What follows belongs to an exercise in optimizing a design on an open flow for small area, a short achievable clock period and few clock cycles per item; a production flow would make more cautious choices.
Power and IR drop assume default switching activity.

alpha:
// m31_ext_mix16
module m31_ext_mix16 #(
  parameter int T     = 16,
  parameter int TAG_W = 8
) (
  input  logic               clk,
  input  logic               rst_n,
  input  logic               in_valid,
  output logic               in_ready,
  input  logic [T*31-1:0]    in_state,
  input  logic [TAG_W-1:0]   in_tag,
  output logic               out_valid,
  input  logic               out_ready,
  output logic [T*31-1:0]    out_state,
  output logic [TAG_W-1:0]   out_tag
);
  function automatic logic [61:0] csa(input logic [30:0] a, input logic [30:0] b,
                                      input logic [30:0] c);
    logic [30:0] s, m;
    s = a ^ b ^ c;
    m = (a & b) | (a & c) | (b & c);
    csa = {s, m[29:0], m[30]};
  endfunction
  function automatic logic [30:0] colsum(input logic [30:0] x0, input logic [30:0] x1,
                                         input logic [30:0] x2, input logic [30:0] x3);
    logic [61:0] u, v;
    logic [30:0] r;
    logic        z;
    u = csa(x0, x1, x2);
    v = csa(u[61:31], u[30:0], x3);
    z = &(v[61:31] & v[30:0]);
    r = cadd(v[61:31], v[30:0]);
    colsum = z ? 31'd0 : r;
  endfunction
  function automatic logic [30:0] cadd(input logic [30:0] a, input logic [30:0] b);
    logic [30:0] g, t, gg, pp, gn, pn, cin;
    logic c;
    g  = a & b;
    t  = a ^ b;
    gg = g;
    pp = t;
    gn = gg; pn = pp;
    gn[1] = gg[1] | (pp[1] & gg[0]); pn[1] = pp[1] & pp[0];
    gn[2] = gg[2] | (pp[2] & gg[1]); pn[2] = pp[2] & pp[1];
    gn[3] = gg[3] | (pp[3] & gg[2]); pn[3] = pp[3] & pp[2];
    gn[4] = gg[4] | (pp[4] & gg[3]); pn[4] = pp[4] & pp[3];
    gn[5] = gg[5] | (pp[5] & gg[4]); pn[5] = pp[5] & pp[4];
    gn[6] = gg[6] | (pp[6] & gg[5]); pn[6] = pp[6] & pp[5];
    gn[7] = gg[7] | (pp[7] & gg[6]); pn[7] = pp[7] & pp[6];
    gn[8] = gg[8] | (pp[8] & gg[7]); pn[8] = pp[8] & pp[7];
    gn[9] = gg[9] | (pp[9] & gg[8]); pn[9] = pp[9] & pp[8];
    gn[10] = gg[10] | (pp[10] & gg[9]); pn[10] = pp[10] & pp[9];
  ...
clock: 23.0 ns
lec_check: 0
cap_margin: 20
core_margin: 2
core_utilization: 40
slew_margin: 20
run.sh (not shown) runs the stock make flow with config.mk's settings and CLKGATE_MAP_FILE= SYNTH_SCRIPT=/design/flow/synth_recipe.tcl, a recipe that flattens the netlist after the stock synthesis.
Edits applied to the flow inputs when going from alpha to beta:
--- a/flow/design.v
+++ b/flow/design.v
@@ -260,31 +260,31 @@
   logic [3:0][30:0] col_in;
   always_comb begin
     for (int j = 0; j < 4; j++)
       col_in[j] = colsum(in_state[31*j +: 31], in_state[31*(4+j) +: 31],
                          in_state[31*(8+j) +: 31], in_state[31*(12+j) +: 31]);
   end
   logic               vld_q;
-  logic [T*31-1:0]    y_q;
+  logic [T*31-1:0]    x_q;
+  logic [3:0][30:0]   s_q;
   logic [TAG_W-1:0]   tag_q;
   logic               load;
-  logic [T*31-1:0]    y_d;
   assign in_ready = !vld_q || out_ready;
   assign load     = in_valid && in_ready;
-  always_comb begin
-    for (int i = 0; i < T; i++)
-      y_d[31*i +: 31] = ladd(in_state[31*i +: 31], col_in[i % 4]);
-  end
   always_ff @(posedge clk) begin
     if (!rst_n) vld_q <= 1'b0;
     else        vld_q <= load || (vld_q && !out_ready);
   end
   always_ff @(posedge clk) begin
     if (in_ready) begin
-      y_q   <= y_d;
+      x_q   <= in_state;
+      s_q   <= col_in;
       tag_q <= in_tag;
     end
   end
+  always_comb begin
+    for (int i = 0; i < T; i++)
+      out_state[31*i +: 31] = ladd(x_q[31*i +: 31], s_q[i % 4]);
+  end
   assign out_valid = vld_q;
-  assign out_state = y_q;
   assign out_tag   = tag_q;
 endmodule
### Flow results
- alpha tops out at a lower clock frequency than beta.
- Against alpha as the reference, beta delivers a higher number of clock sinks seen by CTS.
- Cell with the biggest individual delay on the critical path: sky130_fd_sc_hd__a21oi_1 -> alpha, sky130_fd_sc_hd__clkdlybuf4s50_1 -> beta
- Changes observed in beta relative to alpha: design area increased by about 9% relative to the old numbers; routed wire length grew by 9.3%; simple-gate share of the synthesized area shrank by 0.37 points; cell total after placement up 5.7%.
- Clock group share of total power up 2.9 points in beta wrt alpha
- Summary of the comparison: number of logic stages on the critical path including buffering is lower in beta, relative to alpha.
No functional check of the RTL was part of any run of this note.

## what the ideal ports hide
No port has a modelled driver above. Below, the same layouts with a new extraction and two added sets of constraints. Step 1 assumes that a clkbuf_16 drives the clock port and a buf_2 every other input. Step 2, shift: input delay + t, output delay - t, t = (earliest + latest rising clock arrival at the registers) / 2. This alone moves slack from input paths to output paths. Slacks: ideal ports / drivers / drivers and shift; pairs: ideal ports / drivers.
run | t, ns | setup WS [ns] | worst hold slack (ns) | worst setup path after step 2 | slew at the worst register clock pin (ns)
alpha | 0.714 | 9.836 / 9.887 / 9.172 | 0.971 / 0.971 / 0.971 | input to register | 0.07 / 0.07
beta | 0.768 | 12.137 / 12.115 / 12.115 | 1.081 / 1.081 / 1.081 | input to output | 0.06 / 0.06
After both steps setup and hold are still met in every run listed. For alpha, which loses most, drivers alone change the setup slack by +0.051 ns; drivers and shift together by -0.664 ns.
